This is an optimization exercise on Yosys and OpenROAD, whose aim is small area, a short achievable clock period and few clock cycles per item, not a production implementation. No functional check of the RTL was part of any run shown here.

==> flow/design.v (outline; a module is shown in full before it is edited, if it fits) <==
// module idct_1d_serial: 2614 lines
// module idct_add: 9 lines
// module idct_pix: 26 lines
module idct_1d_serial #(
    parameter int OFFSET = 0
) (
    input  logic        clk,
    input  logic        rst,
    input  logic [95:0] coef_in,
    input  logic        in_valid,
    output logic        in_ready,
    output logic [63:0] pix_out,
    output logic        out_valid,
    input  logic        out_ready
);
  // ...
==> flow/flow/run.sh <==
#!/bin/bash
# Standard ORFS layout with one extra step between synthesis and floorplan:
# fixinv.py cancels the inverters that Yosys's adder extraction leaves between full-adder
# cells (a full adder is self-dual, so flipping its polarity is a pure rewiring).
# flow/make_vars.txt, if present, lists extra ORFS make variables (one per line), e.g. the
# setup slack margin repair_timing aims for.  Every tool's output goes to its own log file.
set -euo pipefail
WORK=$(pwd)
RES=$WORK/orfs/results/${FLOW_PLATFORM}/idct_1d_serial/base
EXTRA=()
if [[ -f flow/make_vars.txt ]]; then
  while IFS= read -r line; do
    [[ -n "$line" ]] && EXTRA+=("$line")
  done < flow/make_vars.txt
fi
bash standard.sh ${EXTRA[@]+"${EXTRA[@]}"} "$RES/1_2_yosys.v" > "$WORK/synth.log" 2>&1
cp "$RES/1_2_yosys.v" "$WORK/1_2_yosys.orig.v"
python3 flow/fixinv.py "$WORK/1_2_yosys.orig.v" "$RES/1_2_yosys.v" > "$WORK/fixinv.log" 2>&1
bash standard.sh ${EXTRA[@]+"${EXTRA[@]}"} finish > "$WORK/layout.log" 2>&1
==> flow/flow/fixinv.py <==
#!/usr/bin/env python3
"""Cancel inverters around full-adder cells in a Yosys gate netlist.

A full adder is self-dual: FA(~a,~b,~c) = (~sum, ~cout).  Yosys's extract_fa picks
polarities cell by cell, which leaves inverters between adders.  This pass flips adders
(connects the complements of their inputs and complements their outputs) whenever that
lowers the number of inverters, then writes the netlist back.  The logic is unchanged.
usage: fixinv.py in.v out.v
"""
import re
import sys

OUTPINS = {'X', 'Y', 'Q', 'Q_N', 'SUM', 'COUT', 'HI', 'LO'}
INV = 'sky130_fd_sc_hd__inv_1'


def is_inv(t):
    return re.fullmatch(r'sky130_fd_sc_hd__(clk)?inv_\d+', t) is not None


def is_fa(t):
    return re.fullmatch(r'sky130_fd_sc_hd__fa_\d+', t) is not None


def main(src, dst):
    text = open(src).read()
    m = re.search(r'^(module .*?;\n)(.*?)^endmodule', text, re.S | re.M)
    head_mod, body = m.group(1), m.group(2)
    pre, post = text[:m.start()], text[m.end():]
    cell_re = re.compile(r'^  (sky130_fd_sc_hd__\w+) (\S+) \((.*?)\);\n', re.S | re.M)
    decls = []
    cells = {}
    order = []
    pos = 0
    for cm in cell_re.finditer(body):
        decls.append(body[pos:cm.start()])
        pos = cm.end()
        typ, name, pins = cm.group(1), cm.group(2), cm.group(3)
        pm = {}
        for p, n in re.findall(r'\.(\w+)\(((?:[^()])*)\)', pins):
            pm[p] = n.strip()
        cells[name] = [typ, pm]
        order.append(name)
    rest = body[pos:]
    if rest.strip():
        # assigns or other statements: keep them, but treat their nets as fixed
        pass
    declstr = ''.join(decls)
    outports = set()
    for om in re.finditer(r'^\s*output\s+(\[(\d+):(\d+)\]\s+)?(\S+?)\s*;', head_mod + declstr, re.M):
        if om.group(1):
            hi, lo = int(om.group(2)), int(om.group(3))
            for i in range(min(hi, lo), max(hi, lo) + 1):
                outports.add(f"{om.group(4)}[{i}]")
        else:
            outports.add(om.group(4))
    fixed = set(re.findall(r'[\\\w$\[\]\.]+', rest)) if rest.strip() else set()

    drv = {}
    loads = {}

    def add_load(n, c, p):
        loads.setdefault(n, set()).add((c, p))

    for c in order:
        typ, pm = cells[c]
        for p, n in pm.items():
            if p in OUTPINS:
                drv[n] = (c, p)
            else:
                add_load(n, c, p)
    for n in outports:
        add_load(n, '$PORT', n)

    cnt = [0]

    def newnet():
        cnt[0] += 1
        return f"_fixinv_{cnt[0]}_"

    def newinv(a):
        cnt[0] += 1
        c = f"_fixinvc_{cnt[0]}_"
        y = newnet()
        cells[c] = [INV, {'A': a, 'Y': y}]
        order.append(c)
        drv[y] = (c, 'Y')
        add_load(a, c, 'A')
        return c, y

    def inv_driver(n):
        d = drv.get(n)
        if d and d[0] in cells and is_inv(cells[d[0]][0]):
            return d[0]
        return None

    def inv_load(n):
        for c, p in loads.get(n, ()):
            if c != '$PORT' and c in cells and is_inv(cells[c][0]):
                return c
        return None

    def connect(c, p, n):
        old = cells[c][1][p]
        loads[old].discard((c, p))
        cells[c][1][p] = n
        add_load(n, c, p)

    def remove_cell(c):
        typ, pm = cells.pop(c)
        for p, n in pm.items():
            if p in OUTPINS:
                drv.pop(n, None)
            else:
                loads[n].discard((c, p))

    def gain(f):
        """inverters saved by flipping f (estimate)"""
        typ, pm = cells[f]
        g = 0
        for p in ('A', 'B', 'CIN'):
            n = pm[p]
            I = inv_driver(n)
            if I is not None:
                if len(loads[n]) == 1 and cells[I][1]['Y'] not in outports:
                    g += 1
            elif inv_load(n) is None:
                g -= 1
        for p in ('SUM', 'COUT'):
            o = pm[p]
            ls = loads.get(o, set())
            invs = [c for c, q in ls if c != '$PORT' and is_inv(cells[c][0])
                    and cells[c][1]['Y'] not in outports and cells[c][1]['Y'] not in fixed]
            others = len(ls) - len(invs)
            g += len(invs)
            if others:
                g -= 1
        return g

    def flip(f):
        typ, pm = cells[f]
        for p in ('A', 'B', 'CIN'):
            n = pm[p]
            I = inv_driver(n)
            if I is not None:
                connect(f, p, cells[I][1]['A'])
                if not loads[n] and n not in outports:
                    remove_cell(I)
            else:
                J = inv_load(n)
                y = cells[J][1]['Y'] if J else newinv(n)[1]
                connect(f, p, y)
        for p in ('SUM', 'COUT'):
            o = pm[p]
            o2 = newnet()
            drv.pop(o, None)
            cells[f][1][p] = o2
            drv[o2] = (f, p)
            ls = list(loads.get(o, set()))
            for c, q in ls:
                if c != '$PORT' and is_inv(cells[c][0]):
                    y = cells[c][1]['Y']
                    if y in outports or y in fixed:
                        continue
                    for c2, q2 in list(loads.get(y, set())):
                        connect(c2, q2, o2)
                    remove_cell(c)
            if loads.get(o):
                # remaining loads need the old polarity: o = ~o2
                cnt[0] += 1
                c = f"_fixinvc_{cnt[0]}_"
                cells[c] = [INV, {'A': o2, 'Y': o}]
                order.append(c)
                drv[o] = (c, 'Y')
                add_load(o2, c, 'A')

    def ninv():
        return sum(1 for c in cells if is_inv(cells[c][0]))

    before = ninv()
    fas = [c for c in order if is_fa(cells[c][0])]
    for it in range(20):
        changed = 0
        for f in fas:
            if gain(f) > 0:
                k0 = ninv()
                flip(f)
                changed += 1
        if not changed:
            break
    # half adders whose outputs are only used inverted, or whose inputs both come from
    # inverters, become two plain gates that absorb those inverters
    AREA = {'xor2': 8.7584, 'xnor2': 8.7584, 'and2': 6.256, 'nand2': 3.7536,
            'nor2': 3.7536, 'or2': 6.256}
    OUTPIN = {'xor2': 'X', 'xnor2': 'Y', 'and2': 'X', 'nand2': 'Y', 'nor2': 'Y', 'or2': 'X'}
    INVERSE = {'xor2': 'xnor2', 'xnor2': 'xor2', 'and2': 'nand2', 'nand2': 'and2',
               'nor2': 'or2', 'or2': 'nor2'}
    nha = 0
    has = [c for c in order if c in cells and re.fullmatch(r'sky130_fd_sc_hd__ha_1', cells[c][0])]
    for h in has:
        pm = cells[h][1]
        na, nb, ns, nc = pm['A'], pm['B'], pm['SUM'], pm['COUT']
        Ia, Ib = inv_driver(na), inv_driver(nb)
        use_src = Ia is not None and Ib is not None and Ia != Ib
        if use_src:
            ia, ib = cells[Ia][1]['A'], cells[Ib][1]['A']
            sfun, cfun = 'xor2', 'nor2'
        else:
            ia, ib = na, nb
            sfun, cfun = 'xor2', 'and2'
        plan = []
        saved = 12.512
        for net, fun in ((ns, sfun), (nc, cfun)):
            ls = loads.get(net, set())
            invs = [c for c, q in ls if c != '$PORT' and is_inv(cells[c][0])
                    and cells[c][1]['Y'] not in outports and cells[c][1]['Y'] not in fixed]
            if ls and len(invs) == len(ls):
                plan.append((net, INVERSE[fun], invs))
                saved += 3.7536 * len(invs)
                saved -= AREA[INVERSE[fun]]
            else:
                plan.append((net, fun, []))
                saved -= AREA[fun]
        if use_src:
            for I, n in ((Ia, na), (Ib, nb)):
                if len(loads[n]) == 1 and cells[I][1]['Y'] not in outports:
                    saved += 3.7536
        if saved <= 0.01:
            continue
        remove_cell(h)
        for net, fun, invs in plan:
            cnt[0] += 1
            c = f"_fixinvc_{cnt[0]}_"
            if invs:
                out = cells[invs[0]][1]['Y']
                for I in invs:
                    y = cells[I][1]['Y']
                    remove_cell(I)
                    if y != out:
                        for c2, q2 in list(loads.get(y, set())):
                            connect(c2, q2, out)
            else:
                out = net
            cells[c] = ['sky130_fd_sc_hd__' + fun + '_1', {'A': ia, 'B': ib, OUTPIN[fun]: out}]
            order.append(c)
            drv[out] = (c, OUTPIN[fun])
            add_load(ia, c, 'A')
            add_load(ib, c, 'B')
        if use_src:
            for I, n in ((Ia, na), (Ib, nb)):
                if I in cells and not loads.get(n) and n not in outports:
                    remove_cell(I)
        nha += 1
    print(f"fixinv: half adders split into gates: {nha}", file=sys.stderr)

    # merge inverters that share an input
    byin = {}
    for c in list(order):
        if c in cells and is_inv(cells[c][0]):
            a, y = cells[c][1]['A'], cells[c][1]['Y']
            if y in outports or y in fixed:
                continue
            if a in byin:
                keep = byin[a]
                ky = cells[keep][1]['Y']
                for c2, q2 in list(loads.get(y, set())):
                    connect(c2, q2, ky)
                remove_cell(c)
            else:
                byin[a] = c
    # drop inverters with no loads
    for c in list(order):
        if c in cells and is_inv(cells[c][0]):
            y = cells[c][1]['Y']
            if not loads.get(y) and y not in outports and y not in fixed:
                remove_cell(c)
    after = ninv()
    print(f"fixinv: inverters {before} -> {after}", file=sys.stderr)

    newnets = set()
    for c in order:
        if c in cells:
            for n in cells[c][1].values():
                if n.startswith('_fixinv_'):
                    newnets.add(n)
    out = [pre, head_mod, declstr]
    for n in sorted(newnets):
        out.append(f"  wire {n};\n")
    for c in order:
        if c not in cells:
            continue
        typ, pm = cells[c]
        pins = ',\n'.join(f"    .{p}({n}{' ' if n.startswith(chr(92)) else ''})" for p, n in pm.items())
        out.append(f"  {typ} {c} (\n{pins}\n  );\n")
    out.append(rest)
    out.append('endmodule')
    out.append(post)
    open(dst, 'w').write(''.join(out))


if __name__ == '__main__':
    main(sys.argv[1], sys.argv[2])
==> flow/flow/make_vars.txt <==
SETUP_SLACK_MARGIN=6.7
BUFFER_PORTS_ARGS=-buffer_cell sky130_fd_sc_hd__buf_1
==> flow/standard.sh <==
#!/bin/bash
# synth_recipe.tcl (not shown) runs the flow's synth.tcl, then flattens the netlist and writes it again
# the make line also repeats each setting of config.mk as NAME=value (left out here)
make -C /OpenROAD-flow-scripts/flow DESIGN_CONFIG=/design/flow/config.mk WORK_HOME=/design/flow/orfs CLKGATE_MAP_FILE= SYNTH_SCRIPT=/design/flow/synth_recipe.tcl "${@:-finish}"
==> flow/config.mk <==
export PLATFORM = sky130hd
export DESIGN_NAME = idct_1d_serial
export DESIGN_NICKNAME = idct_1d_serial
export VERILOG_FILES = /design/flow/design.v
export SDC_FILE = /design/flow/constraint.sdc
export NUM_CORES = 4
export LEC_CHECK = 0
export ABC_CLOCK_PERIOD_IN_PS = 3000
export CAP_MARGIN = 20
export CORE_MARGIN = 2
export CORE_UTILIZATION = 40
export CTS_BUF_LIST = sky130_fd_sc_hd__clkbuf_8
export SLEW_MARGIN = 20
export SYNTH_HIERARCHICAL = 1
export SYNTH_MINIMUM_KEEP_SIZE = 0
==> flow/constraint.sdc <==
create_clock -name core_clock -period 11.0 [get_ports {clk}]
set_input_delay 2.2000 -clock core_clock [delete_from_list [all_inputs] [get_ports {clk}]]
set_output_delay 2.2000 -clock core_clock [all_outputs]
set_load 0.01 [all_outputs]
==> impl_metrics.tcl, run 1 <==
set metrics [dict create \
    status "complete, no violations" \
    gr-usage-met3_pct 4.74 \
    antenna_found_initial 2 \
    setup_ws_ns 6.58 \
    seq_area_um2 12400 \
    viasPerCell 5.47 \
    grt_first_pass_wirelength_um 201000 \
    tns_ns 0 \
    seq_share_pct 23.6 \
    fill_cells 10317 \
    hp-class "flip-flop to flip-flop" \
    multi_input_area_share_pct 61.3 \
    cp.arrival_ns 4.86 \
    worstSkewPairLatency_ns 0.72 \
    final_cell_area_um2 52600 \
    rr_startpoint "d_q[6]" \
    syn_area_um2 44900 \
    drt_wl_total_um 131000 \
    crit_top_cell "fa_2" \
    h-tree-depth 3 \
    coreArea_um2 111000 \
    reg2reg_depth 11 \
    setup_viol 0 \
    top_layer "met4" \
    synthCells 4115 \
    reg_top3 "pix_q (64), skid_q (64)" \
    cts_tree "built" \
    top_area_cell_class "multi-input gates" \
    cts_made_buffers 78 \
    finalClockSkew_ns 0.0428 \
    rsz0062_at_grt "true" \
    flops_and_latches 414 \
    grt.met2_usage_pct 34.6 \
    syn2layout_area_growth_pct 17.0 \
    cts_root_buf "clkbuf_8" \
]
==> inputs of run 2 (changes only) <==
--- a/flow/design.v
+++ b/flow/design.v
@@ -12,48 +12,29 @@
 );
     function automatic logic [7:0] offset_pixel(input logic signed [13:0] y);
         logic signed [15:0] t;
         t = 16'(y) + 16'(OFFSET);
         if (t < 0) offset_pixel = 8'd0;
         else if (t > 255) offset_pixel = 8'd255;
         else offset_pixel = t[7:0];
     endfunction
-    logic en_q;
     logic [1:0] v_q;
-    logic ov_q, sv_q, push, pop, ov_d, sv_d, en_d;
+    logic ovn_q;
     logic en;
-    assign en        = en_q;
-    assign in_ready  = en_q;
-    assign out_valid = ov_q;
-    assign push      = en_q & v_q[1];
-    assign pop       = ov_q & out_ready;
-    always_comb begin
-        ov_d = ov_q;
-        sv_d = sv_q;
-        if (sv_q) begin
-            if (pop) sv_d = push;
-        end else if (ov_q && !pop) begin
-            sv_d = push;
-        end else begin
-            ov_d = push;
-        end
-        en_d = !(ov_d && sv_d);
-    end
+    assign en        = ovn_q | out_ready;
+    assign in_ready  = out_ready;
+    assign out_valid = !ovn_q;
     always_ff @(posedge clk or posedge rst) begin
         if (rst) begin
-            en_q <= 1'b1;
-            v_q  <= '0;
-            ov_q <= 1'b0;
-            sv_q <= 1'b0;
-        end else begin
-            en_q <= en_d;
-            if (en_q) v_q <= {v_q, in_valid};
-            ov_q <= ov_d;
-            sv_q <= sv_d;
+            v_q   <= '0;
+            ovn_q <= 1'b1;
+        end else if (en) begin
+            v_q   <= {v_q, in_valid & out_ready};
+            ovn_q <= !v_q[1];
         end
     end
     logic [12:0] s04_1;
     logic hs2;
     logic hc3;
     logic hs4;
     logic hc5;
     logic hs6;
@@ -1302,32 +1283,24 @@
     logic cy1235;
     logic bw1236;
     logic cy1237;
     logic bw1238;
     logic [27:0] eo0_q;
     logic [27:0] eo1_q;
     logic [27:0] eo2_q;
     logic [27:0] eo3_q;
-    logic [14:0] ah1239;
-    logic [14:0] ah1240;
-    logic [14:0] ah1241;
-    logic [14:0] ah1242;
-    logic [14:0] ah1243;
-    logic [14:0] ah1244;
-    logic [14:0] ah1245;
-    logic [14:0] ah1246;
-    logic [7:0] pix0_1247;
-    logic [7:0] pix1_1248;
-    logic [7:0] pix2_1249;
-    logic [7:0] pix3_1250;
-    logic [7:0] pix4_1251;
-    logic [7:0] pix5_1252;
-    logic [7:0] pix6_1253;
-    logic [7:0] pix7_1254;
+    logic [7:0] pix0_1239;
+    logic [7:0] pix7_1240;
+    logic [7:0] pix1_1241;
+    logic [7:0] pix6_1242;
+    logic [7:0] pix2_1243;
+    logic [7:0] pix5_1244;
+    logic [7:0] pix3_1245;
+    logic [7:0] pix4_1246;
     logic [63:0] pix;
     assign s04_1 = {1'b1, ~coef_in[95], coef_in[94], coef_in[93], coef_in[92], coef_in[91], coef_in[90], coef_in[89], coef_in[88], coef_in[87], coef_in[86], coef_in[85], coef_in[84]} + {1'b0, ~coef_in[47], coef_in[46], coef_in[45], coef_in[44], coef_in[43], coef_in[42], coef_in[41], coef_in[40], coef_in[39], coef_in[38], coef_in[37], coef_in[36]};
     assign hs2 = coef_in[37] ^ coef_in[85];
     assign hc3 = ~coef_in[37] & coef_in[85];
     assign hs4 = coef_in[38] ^ coef_in[86];
     assign hc5 = ~coef_in[38] & coef_in[86];
     assign hs6 = coef_in[39] ^ coef_in[87];
     assign hc7 = ~coef_in[39] & coef_in[87];
@@ -2575,46 +2548,27 @@
     assign cy1235 = ({1'b0, {e483[6], e483[5], e483[4], e483[3], e483[2], e483[1], e483[0]}} + {1'b0, {o1083[6], o1083[5], o1083[4], o1083[3], o1083[2], o1083[1], o1083[0]}}) >> 7;
     assign bw1236 = {e483[6], e483[5], e483[4], e483[3], e483[2], e483[1], e483[0]} < {o1083[6], o1083[5], o1083[4], o1083[3], o1083[2], o1083[1], o1083[0]};
     assign cy1237 = ({1'b0, {e638[6], e638[5], e638[4], e638[3], e638[2], e638[1], e638[0]}} + {1'b0, {o1230[6], o1230[5], o1230[4], o1230[3], o1230[2], o1230[1], o1230[0]}}) >> 7;
     assign bw1238 = {e638[6], e638[5], e638[4], e638[3], e638[2], e638[1], e638[0]} < {o1230[6], o1230[5], o1230[4], o1230[3], o1230[2], o1230[1], o1230[0]};
     always_ff @(posedge clk) if (en) eo0_q <= {bw1232, cy1231, o787[19], o787[18], o787[17], o787[16], o787[15], o787[14], o787[13], o787[12], o787[11], o787[10], o787[9], o787[8], o787[7], e179[19], e179[18], e179[17], e179[16], e179[15], e179[14], e179[13], e179[12], e179[11], e179[10], e179[9], e179[8], e179[7]};
     always_ff @(posedge clk) if (en) eo1_q <= {bw1234, cy1233, o936[19], o936[18], o936[17], o936[16], o936[15], o936[14], o936[13], o936[12], o936[11], o936[10], o936[9], o936[8], o936[7], e332[19], e332[18], e332[17], e332[16], e332[15], e332[14], e332[13], e332[12], e332[11], e332[10], e332[9], e332[8], e332[7]};
     always_ff @(posedge clk) if (en) eo2_q <= {bw1236, cy1235, o1083[19], o1083[18], o1083[17], o1083[16], o1083[15], o1083[14], o1083[13], o1083[12], o1083[11], o1083[10], o1083[9], o1083[8], o1083[7], e483[19], e483[18], e483[17], e483[16], e483[15], e483[14], e483[13], e483[12], e483[11], e483[10], e483[9], e483[8], e483[7]};
     always_ff @(posedge clk) if (en) eo3_q <= {bw1238, cy1237, o1230[19], o1230[18], o1230[17], o1230[16], o1230[15], o1230[14], o1230[13], o1230[12], o1230[11], o1230[10], o1230[9], o1230[8], o1230[7], e638[19], e638[18], e638[17], e638[16], e638[15], e638[14], e638[13], e638[12], e638[11], e638[10], e638[9], e638[8], e638[7]};
-    assign ah1239 = {eo0_q[12], eo0_q[12], eo0_q[11], eo0_q[10], eo0_q[9], eo0_q[8], eo0_q[7], eo0_q[6], eo0_q[5], eo0_q[4], eo0_q[3], eo0_q[2], eo0_q[1], eo0_q[0], 1'b1} + {eo0_q[25], eo0_q[25], eo0_q[24], eo0_q[23], eo0_q[22], eo0_q[21], eo0_q[20], eo0_q[19], eo0_q[18], eo0_q[17], eo0_q[16], eo0_q[15], eo0_q[14], eo0_q[13], eo0_q[26]};
-    assign ah1240 = {eo0_q[12], eo0_q[12], eo0_q[11], eo0_q[10], eo0_q[9], eo0_q[8], eo0_q[7], eo0_q[6], eo0_q[5], eo0_q[4], eo0_q[3], eo0_q[2], eo0_q[1], eo0_q[0], 1'b1} + {~eo0_q[25], ~eo0_q[25], ~eo0_q[24], ~eo0_q[23], ~eo0_q[22], ~eo0_q[21], ~eo0_q[20], ~eo0_q[19], ~eo0_q[18], ~eo0_q[17], ~eo0_q[16], ~eo0_q[15], ~eo0_q[14], ~eo0_q[13], ~eo0_q[27]};
-    assign ah1241 = {eo1_q[12], eo1_q[12], eo1_q[11], eo1_q[10], eo1_q[9], eo1_q[8], eo1_q[7], eo1_q[6], eo1_q[5], eo1_q[4], eo1_q[3], eo1_q[2], eo1_q[1], eo1_q[0], 1'b1} + {eo1_q[25], eo1_q[25], eo1_q[24], eo1_q[23], eo1_q[22], eo1_q[21], eo1_q[20], eo1_q[19], eo1_q[18], eo1_q[17], eo1_q[16], eo1_q[15], eo1_q[14], eo1_q[13], eo1_q[26]};
-    assign ah1242 = {eo1_q[12], eo1_q[12], eo1_q[11], eo1_q[10], eo1_q[9], eo1_q[8], eo1_q[7], eo1_q[6], eo1_q[5], eo1_q[4], eo1_q[3], eo1_q[2], eo1_q[1], eo1_q[0], 1'b1} + {~eo1_q[25], ~eo1_q[25], ~eo1_q[24], ~eo1_q[23], ~eo1_q[22], ~eo1_q[21], ~eo1_q[20], ~eo1_q[19], ~eo1_q[18], ~eo1_q[17], ~eo1_q[16], ~eo1_q[15], ~eo1_q[14], ~eo1_q[13], ~eo1_q[27]};
-    assign ah1243 = {eo2_q[12], eo2_q[12], eo2_q[11], eo2_q[10], eo2_q[9], eo2_q[8], eo2_q[7], eo2_q[6], eo2_q[5], eo2_q[4], eo2_q[3], eo2_q[2], eo2_q[1], eo2_q[0], 1'b1} + {eo2_q[25], eo2_q[25], eo2_q[24], eo2_q[23], eo2_q[22], eo2_q[21], eo2_q[20], eo2_q[19], eo2_q[18], eo2_q[17], eo2_q[16], eo2_q[15], eo2_q[14], eo2_q[13], eo2_q[26]};
-    assign ah1244 = {eo2_q[12], eo2_q[12], eo2_q[11], eo2_q[10], eo2_q[9], eo2_q[8], eo2_q[7], eo2_q[6], eo2_q[5], eo2_q[4], eo2_q[3], eo2_q[2], eo2_q[1], eo2_q[0], 1'b1} + {~eo2_q[25], ~eo2_q[25], ~eo2_q[24], ~eo2_q[23], ~eo2_q[22], ~eo2_q[21], ~eo2_q[20], ~eo2_q[19], ~eo2_q[18], ~eo2_q[17], ~eo2_q[16], ~eo2_q[15], ~eo2_q[14], ~eo2_q[13], ~eo2_q[27]};
-    assign ah1245 = {eo3_q[12], eo3_q[12], eo3_q[11], eo3_q[10], eo3_q[9], eo3_q[8], eo3_q[7], eo3_q[6], eo3_q[5], eo3_q[4], eo3_q[3], eo3_q[2], eo3_q[1], eo3_q[0], 1'b1} + {eo3_q[25], eo3_q[25], eo3_q[24], eo3_q[23], eo3_q[22], eo3_q[21], eo3_q[20], eo3_q[19], eo3_q[18], eo3_q[17], eo3_q[16], eo3_q[15], eo3_q[14], eo3_q[13], eo3_q[26]};
-    assign ah1246 = {eo3_q[12], eo3_q[12], eo3_q[11], eo3_q[10], eo3_q[9], eo3_q[8], eo3_q[7], eo3_q[6], eo3_q[5], eo3_q[4], eo3_q[3], eo3_q[2], eo3_q[1], eo3_q[0], 1'b1} + {~eo3_q[25], ~eo3_q[25], ~eo3_q[24], ~eo3_q[23], ~eo3_q[22], ~eo3_q[21], ~eo3_q[20], ~eo3_q[19], ~eo3_q[18], ~eo3_q[17], ~eo3_q[16], ~eo3_q[15], ~eo3_q[14], ~eo3_q[13], ~eo3_q[27]};
-    assign pix0_1247 = (OFFSET == 0) ? (ah1239[14] ? 8'd0 : ((ah1239[9] | ah1239[10] | ah1239[11] | ah1239[12] | ah1239[13]) ? 8'd255 : {ah1239[8], ah1239[7], ah1239[6], ah1239[5], ah1239[4], ah1239[3], ah1239[2], ah1239[1]})) : offset_pixel({ah1239[14], ah1239[13], ah1239[12], ah1239[11], ah1239[10], ah1239[9], ah1239[8], ah1239[7], ah1239[6], ah1239[5], ah1239[4], ah1239[3], ah1239[2], ah1239[1]});
-    assign pix1_1248 = (OFFSET == 0) ? (ah1241[14] ? 8'd0 : ((ah1241[9] | ah1241[10] | ah1241[11] | ah1241[12] | ah1241[13]) ? 8'd255 : {ah1241[8], ah1241[7], ah1241[6], ah1241[5], ah1241[4], ah1241[3], ah1241[2], ah1241[1]})) : offset_pixel({ah1241[14], ah1241[13], ah1241[12], ah1241[11], ah1241[10], ah1241[9], ah1241[8], ah1241[7], ah1241[6], ah1241[5], ah1241[4], ah1241[3], ah1241[2], ah1241[1]});
-    assign pix2_1249 = (OFFSET == 0) ? (ah1243[14] ? 8'd0 : ((ah1243[9] | ah1243[10] | ah1243[11] | ah1243[12] | ah1243[13]) ? 8'd255 : {ah1243[8], ah1243[7], ah1243[6], ah1243[5], ah1243[4], ah1243[3], ah1243[2], ah1243[1]})) : offset_pixel({ah1243[14], ah1243[13], ah1243[12], ah1243[11], ah1243[10], ah1243[9], ah1243[8], ah1243[7], ah1243[6], ah1243[5], ah1243[4], ah1243[3], ah1243[2], ah1243[1]});
-    assign pix3_1250 = (OFFSET == 0) ? (ah1245[14] ? 8'd0 : ((ah1245[9] | ah1245[10] | ah1245[11] | ah1245[12] | ah1245[13]) ? 8'd255 : {ah1245[8], ah1245[7], ah1245[6], ah1245[5], ah1245[4], ah1245[3], ah1245[2], ah1245[1]})) : offset_pixel({ah1245[14], ah1245[13], ah1245[12], ah1245[11], ah1245[10], ah1245[9], ah1245[8], ah1245[7], ah1245[6], ah1245[5], ah1245[4], ah1245[3], ah1245[2], ah1245[1]});
-    assign pix4_1251 = (OFFSET == 0) ? (ah1246[14] ? 8'd0 : ((ah1246[9] | ah1246[10] | ah1246[11] | ah1246[12] | ah1246[13]) ? 8'd255 : {ah1246[8], ah1246[7], ah1246[6], ah1246[5], ah1246[4], ah1246[3], ah1246[2], ah1246[1]})) : offset_pixel({ah1246[14], ah1246[13], ah1246[12], ah1246[11], ah1246[10], ah1246[9], ah1246[8], ah1246[7], ah1246[6], ah1246[5], ah1246[4], ah1246[3], ah1246[2], ah1246[1]});
-    assign pix5_1252 = (OFFSET == 0) ? (ah1244[14] ? 8'd0 : ((ah1244[9] | ah1244[10] | ah1244[11] | ah1244[12] | ah1244[13]) ? 8'd255 : {ah1244[8], ah1244[7], ah1244[6], ah1244[5], ah1244[4], ah1244[3], ah1244[2], ah1244[1]})) : offset_pixel({ah1244[14], ah1244[13], ah1244[12], ah1244[11], ah1244[10], ah1244[9], ah1244[8], ah1244[7], ah1244[6], ah1244[5], ah1244[4], ah1244[3], ah1244[2], ah1244[1]});
-    assign pix6_1253 = (OFFSET == 0) ? (ah1242[14] ? 8'd0 : ((ah1242[9] | ah1242[10] | ah1242[11] | ah1242[12] | ah1242[13]) ? 8'd255 : {ah1242[8], ah1242[7], ah1242[6], ah1242[5], ah1242[4], ah1242[3], ah1242[2], ah1242[1]})) : offset_pixel({ah1242[14], ah1242[13], ah1242[12], ah1242[11], ah1242[10], ah1242[9], ah1242[8], ah1242[7], ah1242[6], ah1242[5], ah1242[4], ah1242[3], ah1242[2], ah1242[1]});
-    assign pix7_1254 = (OFFSET == 0) ? (ah1240[14] ? 8'd0 : ((ah1240[9] | ah1240[10] | ah1240[11] | ah1240[12] | ah1240[13]) ? 8'd255 : {ah1240[8], ah1240[7], ah1240[6], ah1240[5], ah1240[4], ah1240[3], ah1240[2], ah1240[1]})) : offset_pixel({ah1240[14], ah1240[13], ah1240[12], ah1240[11], ah1240[10], ah1240[9], ah1240[8], ah1240[7], ah1240[6], ah1240[5], ah1240[4], ah1240[3], ah1240[2], ah1240[1]});
-    assign pix = {pix0_1247, pix1_1248, pix2_1249, pix3_1250, pix4_1251, pix5_1252, pix6_1253, pix7_1254};
-    logic [63:0] pix_q, skid_q;
-    always_ff @(posedge clk) begin
-        if (sv_q) begin
-            if (pop) begin
-                pix_q  <= skid_q;
-                skid_q <= pix;
-            end
-        end else if (ov_q && !pop) begin
-            skid_q <= pix;
-        end else begin
-            pix_q <= pix;
-        end
-    end
+    idct_pix #(.OFFSET(OFFSET)) u_pix9 (.eh({eo0_q[12], eo0_q[11], eo0_q[10], eo0_q[9], eo0_q[8], eo0_q[7], eo0_q[6], eo0_q[5], eo0_q[4], eo0_q[3], eo0_q[2], eo0_q[1], eo0_q[0]}), .oh({eo0_q[25], eo0_q[24], eo0_q[23], eo0_q[22], eo0_q[21], eo0_q[20], eo0_q[19], eo0_q[18], eo0_q[17], eo0_q[16], eo0_q[15], eo0_q[14], eo0_q[13]}), .cin(eo0_q[26]), .p(pix0_1239));
+    idct_pix #(.OFFSET(OFFSET)) u_pix10 (.eh({eo0_q[12], eo0_q[11], eo0_q[10], eo0_q[9], eo0_q[8], eo0_q[7], eo0_q[6], eo0_q[5], eo0_q[4], eo0_q[3], eo0_q[2], eo0_q[1], eo0_q[0]}), .oh({~eo0_q[25], ~eo0_q[24], ~eo0_q[23], ~eo0_q[22], ~eo0_q[21], ~eo0_q[20], ~eo0_q[19], ~eo0_q[18], ~eo0_q[17], ~eo0_q[16], ~eo0_q[15], ~eo0_q[14], ~eo0_q[13]}), .cin(~eo0_q[27]), .p(pix7_1240));
+    idct_pix #(.OFFSET(OFFSET)) u_pix11 (.eh({eo1_q[12], eo1_q[11], eo1_q[10], eo1_q[9], eo1_q[8], eo1_q[7], eo1_q[6], eo1_q[5], eo1_q[4], eo1_q[3], eo1_q[2], eo1_q[1], eo1_q[0]}), .oh({eo1_q[25], eo1_q[24], eo1_q[23], eo1_q[22], eo1_q[21], eo1_q[20], eo1_q[19], eo1_q[18], eo1_q[17], eo1_q[16], eo1_q[15], eo1_q[14], eo1_q[13]}), .cin(eo1_q[26]), .p(pix1_1241));
+    idct_pix #(.OFFSET(OFFSET)) u_pix12 (.eh({eo1_q[12], eo1_q[11], eo1_q[10], eo1_q[9], eo1_q[8], eo1_q[7], eo1_q[6], eo1_q[5], eo1_q[4], eo1_q[3], eo1_q[2], eo1_q[1], eo1_q[0]}), .oh({~eo1_q[25], ~eo1_q[24], ~eo1_q[23], ~eo1_q[22], ~eo1_q[21], ~eo1_q[20], ~eo1_q[19], ~eo1_q[18], ~eo1_q[17], ~eo1_q[16], ~eo1_q[15], ~eo1_q[14], ~eo1_q[13]}), .cin(~eo1_q[27]), .p(pix6_1242));
+    idct_pix #(.OFFSET(OFFSET)) u_pix13 (.eh({eo2_q[12], eo2_q[11], eo2_q[10], eo2_q[9], eo2_q[8], eo2_q[7], eo2_q[6], eo2_q[5], eo2_q[4], eo2_q[3], eo2_q[2], eo2_q[1], eo2_q[0]}), .oh({eo2_q[25], eo2_q[24], eo2_q[23], eo2_q[22], eo2_q[21], eo2_q[20], eo2_q[19], eo2_q[18], eo2_q[17], eo2_q[16], eo2_q[15], eo2_q[14], eo2_q[13]}), .cin(eo2_q[26]), .p(pix2_1243));
+    idct_pix #(.OFFSET(OFFSET)) u_pix14 (.eh({eo2_q[12], eo2_q[11], eo2_q[10], eo2_q[9], eo2_q[8], eo2_q[7], eo2_q[6], eo2_q[5], eo2_q[4], eo2_q[3], eo2_q[2], eo2_q[1], eo2_q[0]}), .oh({~eo2_q[25], ~eo2_q[24], ~eo2_q[23], ~eo2_q[22], ~eo2_q[21], ~eo2_q[20], ~eo2_q[19], ~eo2_q[18], ~eo2_q[17], ~eo2_q[16], ~eo2_q[15], ~eo2_q[14], ~eo2_q[13]}), .cin(~eo2_q[27]), .p(pix5_1244));
+    idct_pix #(.OFFSET(OFFSET)) u_pix15 (.eh({eo3_q[12], eo3_q[11], eo3_q[10], eo3_q[9], eo3_q[8], eo3_q[7], eo3_q[6], eo3_q[5], eo3_q[4], eo3_q[3], eo3_q[2], eo3_q[1], eo3_q[0]}), .oh({eo3_q[25], eo3_q[24], eo3_q[23], eo3_q[22], eo3_q[21], eo3_q[20], eo3_q[19], eo3_q[18], eo3_q[17], eo3_q[16], eo3_q[15], eo3_q[14], eo3_q[13]}), .cin(eo3_q[26]), .p(pix3_1245));
+    idct_pix #(.OFFSET(OFFSET)) u_pix16 (.eh({eo3_q[12], eo3_q[11], eo3_q[10], eo3_q[9], eo3_q[8], eo3_q[7], eo3_q[6], eo3_q[5], eo3_q[4], eo3_q[3], eo3_q[2], eo3_q[1], eo3_q[0]}), .oh({~eo3_q[25], ~eo3_q[24], ~eo3_q[23], ~eo3_q[22], ~eo3_q[21], ~eo3_q[20], ~eo3_q[19], ~eo3_q[18], ~eo3_q[17], ~eo3_q[16], ~eo3_q[15], ~eo3_q[14], ~eo3_q[13]}), .cin(~eo3_q[27]), .p(pix4_1246));
+    assign pix = {pix0_1239, pix1_1241, pix2_1243, pix3_1245, pix4_1246, pix5_1244, pix6_1242, pix7_1240};
+    logic [63:0] pix_q;
+    always_ff @(posedge clk) if (en) pix_q <= pix;
     assign pix_out = pix_q;
 endmodule
 module idct_add #(
     parameter int W = 20
 ) (
     input  logic [W-1:0] a,
     input  logic [W-1:0] b,
     output logic [W-1:0] s
==> flow/flow/make_vars.txt (replaced) <==
SETUP_SLACK_MARGIN=6.3
BUFFER_PORTS_ARGS=-buffer_cell sky130_fd_sc_hd__buf_1
==> run 2 against run 1 <==
Compared with the run above:
- final area down 10%
- global-route usage shrank 0.76 points
- setup slack worse by 0.27 ns
- synthesized cell count is 7.0% lower
- sequential cell count is 66 lower
- area after synthesis is 6.3% lower
- routed wire length is 11% lower
- critical path depth decreased by 9
- sequential share of layout area decreased by 1.5 points
==> impl_metrics.tcl, run 2 <==
set metrics [dict create \
    status "complete, no violations" \
    grt_use_total_pct 21.8 \
    hp-class "flip-flop to flip-flop" \
    whs_ns 0.398 \
    final_common_cell "fa_1" \
    final_cell_mix "534 x fa_1, 415 x ha_1, 390 x inv_1, 345 x edfxtp_1, 296 x a21oi_1" \
    worstSkewPairLatency_ns 0.73 \
    hpwlAfterDp_um 95700 \
    num_io_pins 166 \
    grt_pass1_vias 31345 \
    fp-row-count 119 \
    setup_ws_ns 6.31 \
    crit_buf_inv 2 \
    cp_slowest_cell "buf_1" \
    worst_pin_slew_ns 1.13 \
    drv_slew 0 \
    clkSlewWorstSetupHoldPaths_ns 0.05 \
    grt_first_pass_wirelength_um 181000 \
    cpPeakStageDelay_ns 0.16 \
    finalHoldViolCount 0 \
    maxCapViolCount 0 \
    die_h_um 328 \
    syn2layout_area_growth_pct 12.2 \
    finalCritPeriodShare_pct 42.6 \
    setup_viol 0 \
    globalRouteOverflowTotal 0 \
    coreArea_um2 105000 \
    cp-start-kind "input pin" \
    dieArea_um2 108000 \
    first_iter_violations 2021 \
    cts_tree "built" \
    die_w_um 328 \
    finalClockSkew_ns 0.0359 \
    max_slew_margin_pct 24.9 \
    reg2reg_depth 11 \
    crit_chain "buf_2 > buf_1" \
    drtPass1Iterations 5 \
    hold_depth 1 \
    synthCells 3829 \
    crit_type "input pin to output pin" \
    drc_errors 0 \
    cp.arrival_ns 2.49 \
    viasPerCell 5.54 \
    worstPathMaxFanout 4 \
    ant_nets 0 \
    tns_ns 0 \
    cts_sinks 348 \
    drive_above_1_share_pct 9.60 \
    avgSynthCellArea_um2 11.0 \
    antenna_found_initial 11 \
    cp.depth 2 \
    rsz0062_at_grt "false" \
    required_ns 8.80 \
    cts_made_buffers 71 \
    drt_wl_total_um 117000 \
    yosys_warnings 8 \
    start_util_pct 40.2 \
    h-tree-depth 3 \
    grt_max_degree 160 \
    cts_root_buf "clkbuf_8" \
    syn_area_um2 42100 \
    largest_register_ffs 64 \
    io_buffers 165 \
    vias 31365 \
    top_register "pix_q" \
    fmax_mhz 213 \
    gp_congestion 0.967 \
    place_ws_ns 5.98 \
    crit_family "buffers and inverters" \
    cts_buffer_depth 3 \
    wire_per_inst_um 20.7 \
    period_needed_ns 4.69 \
    cp-end-kind "output pin" \
    fin_nets 5274 \
]
==> run 2: changes by cell type in the layout (fill, tap and decap cells not counted), sizes merged, moves of 20 or more <==
cell	delta
xor2	+57
inv	-86
a21oi	-23
buf	-95
a311oi	-36
o21ai	-31
nor2	-51
a21o	+31
and2	-20
a41oi	+69
nor3	-29
edfxtp	-64
xnor2	-33
==> run 2: timing repair <==
item / CTS / global route
pin swaps: 0 / 12
resized for setup: 12 / 50
endpoints found under the hold margin: 0 / 0
setup endpoints to repair: 43 / 59
hold buffers: 0 / 0
buffers inserted: 49 / 121
==> run 2: area by class of cell <==
cell class | instances | area, um^2
Timing Repair Buffer | 337 | 1970
Clock inverter | 52 | 335
Tap cell | 1391 | 1740
Multi-Input combinational cell | 3060 | 30200
Clock buffer | 73 | 1000
Antenna cell | 6 | 15.0
Fill cell | 9887 | 57600
Inverter | 399 | 1530
Sequential cell | 348 | 10400
==> run 2: worst paths after layout <==
path / slack (ns) / end / start
worst min register to register: 0.40 / ovn_q / v_q[1]
max in group asynchronous: 9.46 / ovn_q / rst
worst min-delay path: 0.40 / ovn_q / v_q[1]
worst max-delay path: 6.31 / in_ready / out_ready
min in group asynchronous: 1.34 / v_q[1] / rst
worst max register to register: 6.40 / eo0_q[24] / x1_q[1]
==> run 2: through the flow <==
step	cell area, um^2	utilization [%]	std cells
after floorplan	42200	-	3843
after CTS	46100	44.0	5539
after global routing	47300	45.1	5666
final	47300	45.1	5666
after global placement	44400	42.3	5365
after detailed placement	44400	42.3	5365
==> run 2: routing by layer <==
layer  GRT usage [%]  wire (um)
met1            29.4      51800
met2            35.3      54400
met3            4.17       7240
met4            6.82       3790
met5               0         53

afterwards: timing with drivers on the ports:
The results above use ideal ports. As a check the final layouts listed here were re-extracted and re-timed, cells and wires unchanged. Step 1 sets driving cells, clkbuf_16 on the clock port and buf_2 on the other inputs (assumed; they add their load-dependent delay and slew). Step 2 moves the port delays by t, midway between the first and last clock arrival at a register: inputs arrive t later, outputs are due t later. That takes back most of the time a late clock gives input paths. Slacks: ideal ports / drivers / drivers and shift; pairs: ideal ports / drivers.
| run | shift t [ns] | slack for setup (ns) | worst hold slack (ns) | pins driven straight from the clock port |
|---|---|---|---|---|
| run 1 | 0.756 | 6.583 / 6.583 / 6.198 | 0.508 / 0.508 / 0.508 | 1 |
| run 2 | 0.774 | 6.315 / 6.291 / 6.265 | 0.398 / 0.398 / 0.398 | 1 |
After both steps every run listed still meets setup and hold. For run 1, which loses most, drivers alone change the setup slack by 0.000 ns; drivers and shift together by -0.385 ns.
